This is an optimization exercise on Yosys and OpenROAD, whose aim is small area, a short achievable clock period and few clock cycles per item, not a production implementation. Function was checked by simulation only, so behaviour that the tests miss may differ from the original.

==> inputs of v38 <==
==> flow/design.v (excerpt) <==
module mesh_xy_hop_and_die_crossing_counter #(
  parameter int COORD_BITS = mxhd_pkg::COORD_BITS_DEF,
  parameter int TOTAL_BITS = mxhd_pkg::TOTAL_BITS_DEF
) (
  input  logic                              clk,
  input  logic                              rst_n,
  input  logic                              in_valid,
  output logic                              in_stall,
  input  logic                              in_operation,
  input  logic [COORD_BITS-1:0]             in_src_x,
  input  logic [COORD_BITS-1:0]             in_src_y,
  input  logic [COORD_BITS-1:0]             in_dest_x,
  input  logic [COORD_BITS-1:0]             in_dest_y,
  input  logic [mxhd_pkg::VOL_BITS-1:0]     in_volume,
  input  logic                              in_last_dest,
  output logic                              out_valid,
  input  logic                              out_stall,
  output logic [TOTAL_BITS-1:0]             out_onchip_hops_total,
  output logic [TOTAL_BITS-1:0]             out_crossing_hops_total,
  output logic                              out_saturated,
  input  logic                              cfg_valid,
  output logic                              cfg_ready,
  input  logic [mxhd_pkg::CFG_IDX_BITS-1:0] cfg_index,
  input  logic [mxhd_pkg::STEP_BITS-1:0]    cfg_data
);
clock: 8.0 ns
lec_check: 0
cap_margin: 20
core_margin: 2
core_utilization: 40
setup_slack_margin: 4.0
slew_margin: 20
run.sh (not shown) runs the stock make flow with config.mk's settings and CLKGATE_MAP_FILE= SYNTH_SCRIPT=/design/flow/synth_recipe.tcl, a recipe that flattens the netlist after the stock synthesis.
==> v13: changes against v38 <==
--- a/flow/design.v
+++ b/flow/design.v
@@ -169,21 +169,39 @@
   localparam int SB = mxhd_pkg::STEP_BITS;
   localparam int TB = mxhd_pkg::TREE_BITS;
   localparam int VB = mxhd_pkg::VOL_BITS;
   localparam int MB = mxhd_pkg::MUL_BITS;
   logic [SB-1:0] step_x_r, step_y_r;
+  logic [8:0]    dec_x_r, dec_y_r;
   logic          single_die_r;
+  function automatic logic [8:0] step_decode(input logic [SB-1:0] step);
+    logic [8:0] d;
+    d[8] = (step != '0);
+    d[7] = (step[SB-1:3] != '0);
+    for (int k = 1; k <= 7; k++) begin
+      d[k-1] = (step == SB'(k));
+    end
+    step_decode = d;
+  endfunction
   assign cfg_ready = 1'b1;
   always_ff @(posedge clk) begin
     if (!rst_n) begin
       step_x_r     <= mxhd_pkg::STEP_X_RST;
       step_y_r     <= mxhd_pkg::STEP_Y_RST;
+      dec_x_r      <= step_decode(mxhd_pkg::STEP_X_RST);
+      dec_y_r      <= step_decode(mxhd_pkg::STEP_Y_RST);
       single_die_r <= 1'b0;
     end else if (cfg_valid) begin
       case (cfg_index)
-        mxhd_pkg::CFG_STEP_X:     step_x_r     <= cfg_data;
-        mxhd_pkg::CFG_STEP_Y:     step_y_r     <= cfg_data;
+        mxhd_pkg::CFG_STEP_X: begin
+          step_x_r <= cfg_data;
+          dec_x_r  <= step_decode(cfg_data);
+        end
+        mxhd_pkg::CFG_STEP_Y: begin
+          step_y_r <= cfg_data;
+          dec_y_r  <= step_decode(cfg_data);
+        end
         mxhd_pkg::CFG_SINGLE_DIE: single_die_r <= cfg_data[0];
         default: begin
         end
       endcase
     end
@@ -191,67 +209,29 @@
   logic hold, adv;
   logic out_valid_r;
   logic r1_v, r1_more;
   assign hold     = out_valid_r && out_stall;
   assign adv      = !hold && !(r1_v && r1_more);
-  logic                  sk_full, sk_op, sk_last;
-  logic [CB-1:0]         sk_sx, sk_sy, sk_dx, sk_dy;
-  logic [VB-1:0]         sk_vol;
-  logic                  rq_v, rq_op, rq_last;
-  logic [CB-1:0]         rq_sx, rq_sy, rq_dx, rq_dy;
-  logic [VB-1:0]         rq_vol;
-  assign in_stall = sk_full;
-  always_ff @(posedge clk) begin
-    if (!rst_n) begin
-      sk_full <= 1'b0;
-    end else if (adv) begin
-      sk_full <= 1'b0;
-    end else if (in_valid) begin
-      sk_full <= 1'b1;
-    end
-  end
-  always_ff @(posedge clk) begin
-    if (!sk_full) begin
-      sk_op   <= in_operation;
-      sk_last <= in_last_dest;
-      sk_sx   <= in_src_x;
-      sk_sy   <= in_src_y;
-      sk_dx   <= in_dest_x;
-      sk_dy   <= in_dest_y;
-      sk_vol  <= in_volume;
-    end
-  end
-  always_comb begin
-    rq_v    = sk_full || in_valid;
-    rq_op   = sk_full ? sk_op   : in_operation;
-    rq_last = sk_full ? sk_last : in_last_dest;
-    rq_sx   = sk_full ? sk_sx   : in_src_x;
-    rq_sy   = sk_full ? sk_sy   : in_src_y;
-    rq_dx   = sk_full ? sk_dx   : in_dest_x;
-    rq_dy   = sk_full ? sk_dy   : in_dest_y;
-    rq_vol  = sk_full ? sk_vol  : in_volume;
-  end
+  assign in_stall = !adv;
   logic       big_x, big_y;
   logic [6:0] low_x, low_y;
   always_comb begin
-    big_x = (step_x_r[SB-1:3] != '0);
-    big_y = (step_y_r[SB-1:3] != '0);
-    for (int k = 1; k <= 7; k++) begin
-      low_x[k-1] = (step_x_r == SB'(k));
-      low_y[k-1] = (step_y_r == SB'(k));
-    end
+    big_x = dec_x_r[7];
+    big_y = dec_y_r[7];
+    low_x = dec_x_r[6:0];
+    low_y = dec_y_r[6:0];
   end
   logic [CB-1:0] lq_sx, lq_dx, lq_sy, lq_dy;
   logic [7:1]    ge_sx, ge_dx, ge_sy, ge_dy;
   mxhd_divider #(.COORD_BITS(CB)) u_dsx (
-    .dividend(rq_sx), .divisor(step_x_r), .low_step(low_x), .low_q(lq_sx), .ge(ge_sx));
+    .dividend(in_src_x), .divisor(step_x_r), .low_step(low_x), .low_q(lq_sx), .ge(ge_sx));
   mxhd_divider #(.COORD_BITS(CB)) u_ddx (
-    .dividend(rq_dx), .divisor(step_x_r), .low_step(low_x), .low_q(lq_dx), .ge(ge_dx));
+    .dividend(in_dest_x), .divisor(step_x_r), .low_step(low_x), .low_q(lq_dx), .ge(ge_dx));
   mxhd_divider #(.COORD_BITS(CB)) u_dsy (
-    .dividend(rq_sy), .divisor(step_y_r), .low_step(low_y), .low_q(lq_sy), .ge(ge_sy));
+    .dividend(in_src_y), .divisor(step_y_r), .low_step(low_y), .low_q(lq_sy), .ge(ge_sy));
   mxhd_divider #(.COORD_BITS(CB)) u_ddy (
-    .dividend(rq_dy), .divisor(step_y_r), .low_step(low_y), .low_q(lq_dy), .ge(ge_dy));
+    .dividend(in_dest_y), .divisor(step_y_r), .low_step(low_y), .low_q(lq_dy), .ge(ge_dy));
   logic          in_run_r, in_run_f;
   logic [CB-1:0] first_x_r, qfirst_x_r, rfirst_x_r, col_x_r;
   logic [CB-1:0] cmy_r, qcmy_r, rcmy_r, py_r, qpy_r, rpy_r;
   logic [CB-1:0] first_x_f, col_x_f, cmy_f, py_f;
   logic          s0_v, s0_op, s0_last, s0_run, s0_same;
@@ -265,61 +245,61 @@
     cmy_f     = (upd_m && !(s0_run && s0_same)) ? s0_dy : cmy_r;
     py_f      = upd_m ? s0_dy : py_r;
   end
   logic run_in, same_in, xlo_in, xhi_in, ylo_in, yhi_in, clo_in, chi_in;
   always_comb begin
-    run_in  = rq_op && in_run_f;
-    same_in = (rq_dx == col_x_f);
-    xlo_in  = rq_sx < (run_in ? first_x_f : rq_dx);
-    xhi_in  = rq_sx > rq_dx;
-    ylo_in  = rq_sy < ((run_in && same_in) ? cmy_f : rq_dy);
-    yhi_in  = rq_sy > rq_dy;
-    clo_in  = rq_sy < cmy_f;
-    chi_in  = rq_sy > py_f;
+    run_in  = in_operation && in_run_f;
+    same_in = (in_dest_x == col_x_f);
+    xlo_in  = in_src_x < (run_in ? first_x_f : in_dest_x);
+    xhi_in  = in_src_x > in_dest_x;
+    ylo_in  = in_src_y < ((run_in && same_in) ? cmy_f : in_dest_y);
+    yhi_in  = in_src_y > in_dest_y;
+    clo_in  = in_src_y < cmy_f;
+    chi_in  = in_src_y > py_f;
   end
   logic          s0_xlo, s0_xhi, s0_ylo, s0_yhi, s0_clo, s0_chi;
   logic [CB-1:0] s0_lq_sx, s0_lq_dx, s0_lq_sy, s0_lq_dy;
   logic [7:1]    s0_ge_sx, s0_ge_dx, s0_ge_sy, s0_ge_dy;
   logic [VB-1:0] s0_vol;
   always_ff @(posedge clk) begin
     if (!rst_n) begin
       s0_v <= 1'b0;
     end else if (adv) begin
-      s0_v <= rq_v;
+      s0_v <= in_valid;
     end
   end
   always_ff @(posedge clk) begin
     if (adv) begin
-      s0_op    <= rq_op;
-      s0_last  <= rq_last;
+      s0_op    <= in_operation;
+      s0_last  <= in_last_dest;
       s0_run   <= run_in;
       s0_same  <= same_in;
       s0_xlo   <= xlo_in;
       s0_xhi   <= xhi_in;
       s0_ylo   <= ylo_in;
       s0_yhi   <= yhi_in;
       s0_clo   <= clo_in;
       s0_chi   <= chi_in;
-      s0_sx    <= rq_sx;
-      s0_sy    <= rq_sy;
-      s0_dx    <= rq_dx;
-      s0_dy    <= rq_dy;
+      s0_sx    <= in_src_x;
+      s0_sy    <= in_src_y;
+      s0_dx    <= in_dest_x;
+      s0_dy    <= in_dest_y;
       s0_lq_sx <= lq_sx;
       s0_lq_dx <= lq_dx;
       s0_lq_sy <= lq_sy;
       s0_lq_dy <= lq_dy;
       s0_ge_sx <= ge_sx;
       s0_ge_dx <= ge_dx;
       s0_ge_sy <= ge_sy;
       s0_ge_dy <= ge_dy;
-      s0_vol   <= rq_vol;
+      s0_vol   <= in_volume;
     end
   end
   logic          en_x, en_y;
   logic [CB-1:0] qsx, qdx, qsy, qdy, rsx, rdx, rsy, rdy;
-  assign en_x = (step_x_r != '0) && !(s0_op && single_die_r);
-  assign en_y = (step_y_r != '0) && !(s0_op && single_die_r);
+  assign en_x = dec_x_r[8] && !(s0_op && single_die_r);
+  assign en_y = dec_y_r[8] && !(s0_op && single_die_r);
   mxhd_quotient #(.COORD_BITS(CB)) u_qsx (
     .low_q(s0_lq_sx), .ge(s0_ge_sx), .big(big_x), .en(en_x), .quotient(qsx));
   mxhd_quotient #(.COORD_BITS(CB)) u_qdx (
     .low_q(s0_lq_dx), .ge(s0_ge_dx), .big(big_x), .en(en_x), .quotient(qdx));
   mxhd_quotient #(.COORD_BITS(CB)) u_qsy (
@@ -395,25 +375,28 @@
       s1_ch   <= c_h;
       s1_cc   <= c_c;
       s1_vol  <= s0_vol;
     end
   end
-  logic [TB-1:0] tree_h_r, tree_c_r;
+  logic [TB-1:0] tree_h_r, tree_c_r, base_h, base_c;
   logic [TB+1:0] sum_h, sum_c;
+  logic [MB+1:0] low_h, low_c;
   logic [TB-1:0] tree_h_n, tree_c_n;
   logic          tree_ovf, s1_add, big_h, big_c;
   always_comb begin
-    sum_h = (s1_run ? (TB + 2)'(tree_h_r) : (TB + 2)'(0))
-          + (TB + 2)'(s1_xh) + (TB + 2)'(s1_yh) + (TB + 2)'(s1_ch);
-    sum_c = (s1_run ? (TB + 2)'(tree_c_r) : (TB + 2)'(0))
-          + (TB + 2)'(s1_xc) + (TB + 2)'(s1_yc) + (TB + 2)'(s1_cc);
+    base_h = s1_run ? tree_h_r : '0;
+    base_c = s1_run ? tree_c_r : '0;
+    sum_h  = (TB + 2)'(base_h) + (TB + 2)'(s1_xh) + (TB + 2)'(s1_yh) + (TB + 2)'(s1_ch);
+    sum_c  = (TB + 2)'(base_c) + (TB + 2)'(s1_xc) + (TB + 2)'(s1_yc) + (TB + 2)'(s1_cc);
     tree_h_n = sum_h[TB] ? {TB{1'b1}} : sum_h[TB-1:0];
     tree_c_n = sum_c[TB] ? {TB{1'b1}} : sum_c[TB-1:0];
     tree_ovf = s1_op && (sum_h[TB] || sum_c[TB]);
-    big_h    = (sum_h[TB+1:MB] != '0);
-    big_c    = (sum_c[TB+1:MB] != '0);
-    s1_add   = !s1_op || s1_last;
+    low_h  = (MB + 2)'(base_h[MB-1:0]) + (MB + 2)'(s1_xh) + (MB + 2)'(s1_yh) + (MB + 2)'(s1_ch);
+    low_c  = (MB + 2)'(base_c[MB-1:0]) + (MB + 2)'(s1_xc) + (MB + 2)'(s1_yc) + (MB + 2)'(s1_cc);
+    big_h  = (base_h[TB-1:MB] != '0) || (low_h[MB+1:MB] != '0);
+    big_c  = (base_c[TB-1:MB] != '0) || (low_c[MB+1:MB] != '0);
+    s1_add = !s1_op || s1_last;
   end
   always_ff @(posedge clk) begin
     if (adv && s1_v && s1_op) begin
       tree_h_r <= tree_h_n;
       tree_c_r <= tree_c_n;
@@ -440,12 +423,12 @@
   always_ff @(posedge clk) begin
     if (adv) begin
       r1_vol  <= s1_vol;
       r1_on   <= s1_add ? tree_h_n : '0;
       r1_cr   <= s1_add ? tree_c_n : '0;
-      pass_on <= s1_add ? (sum_h[MB-1:0] | {MB{big_h}}) : '0;
-      pass_cr <= s1_add ? (sum_c[MB-1:0] | {MB{big_c}}) : '0;
+      pass_on <= s1_add ? (low_h[MB-1:0] | {MB{big_h}}) : '0;
+      pass_cr <= s1_add ? (low_c[MB-1:0] | {MB{big_c}}) : '0;
       r1_ovf  <= tree_ovf;
     end else if (!hold) begin
       r1_on   <= on_next;
       r1_cr   <= cr_next;
       pass_on <= (on_next[TB-1:MB] != '0) ? {MB{1'b1}} : on_next[MB-1:0];
--- a/flow/config.mk
+++ b/flow/config.mk
@@ -5,8 +5,9 @@
 export SDC_FILE = /design/flow/constraint.sdc
 export NUM_CORES = 4
 export LEC_CHECK = 0
 export CAP_MARGIN = 20
 export CORE_MARGIN = 2
-export CORE_UTILIZATION = 40
-export SETUP_SLACK_MARGIN = 4.0
+export CORE_UTILIZATION = 65
+export PLACE_DENSITY = 0.75
+export SETUP_SLACK_MARGIN = 4.1
 export SLEW_MARGIN = 20
==> run notes <==
- v13 produced a clean layout. v38 produced a clean layout.
- Of v13 and v38, v13 has the higher worst setup slack (gap 0.26 ns).
- Core utilization: v38 is lower than v13 (26 points).
- In v38 the first-iteration DRC count is larger than in v13, by 31%.
- In v13 the worst hold slack is lower than in v38, by 0.0029 ns.
- Against v38, the cell count of v13 is smaller by about 13%.
- Of v38 and v13, v38 has the higher clock skew (gap 0.016 ns).
- Between v13 and v38, the lower cell area is in v13 (gap 7.1%, measured against v38).
- Against v13, the routed wire length of v38 is larger by 16%.
Testbench counts of v38, summed over its fixed seeds: cycles 4,152, items 4,024.
Testbench counts of v13, summed over its fixed seeds: cycles 4,152, items 4,024.

-- static timing again, ports no longer ideal --
The flow's constraints put no driver on any port. The routed layouts listed below were extracted and timed again, unchanged, in two steps.
Step 1: set_driving_cell puts a clkbuf_16 on clk and a buf_2 on each other input, an assumption about the parent block.
Step 2 adds t to the input delays and takes it off the output delays; t is the mean of the earliest and latest rising clock arrival at the registers after step 1. Input paths then give back, and output paths get back, about the clock's delay inside the block.
a / b / c = ideal ports / drivers / drivers and shift; a / b = the first two.
run	t (ns)	setup slack, ns	clock arrival spread, ns
v38	0.726	3.855 / 3.855 / 3.211	0.043 / 0.043
v13	0.671	4.119 / 4.127 / 3.494	0.021 / 0.021
After both steps setup and hold are still met in every run listed. For v38, which loses most, drivers alone change the setup slack by 0.000 ns; drivers and shift together by -0.644 ns.
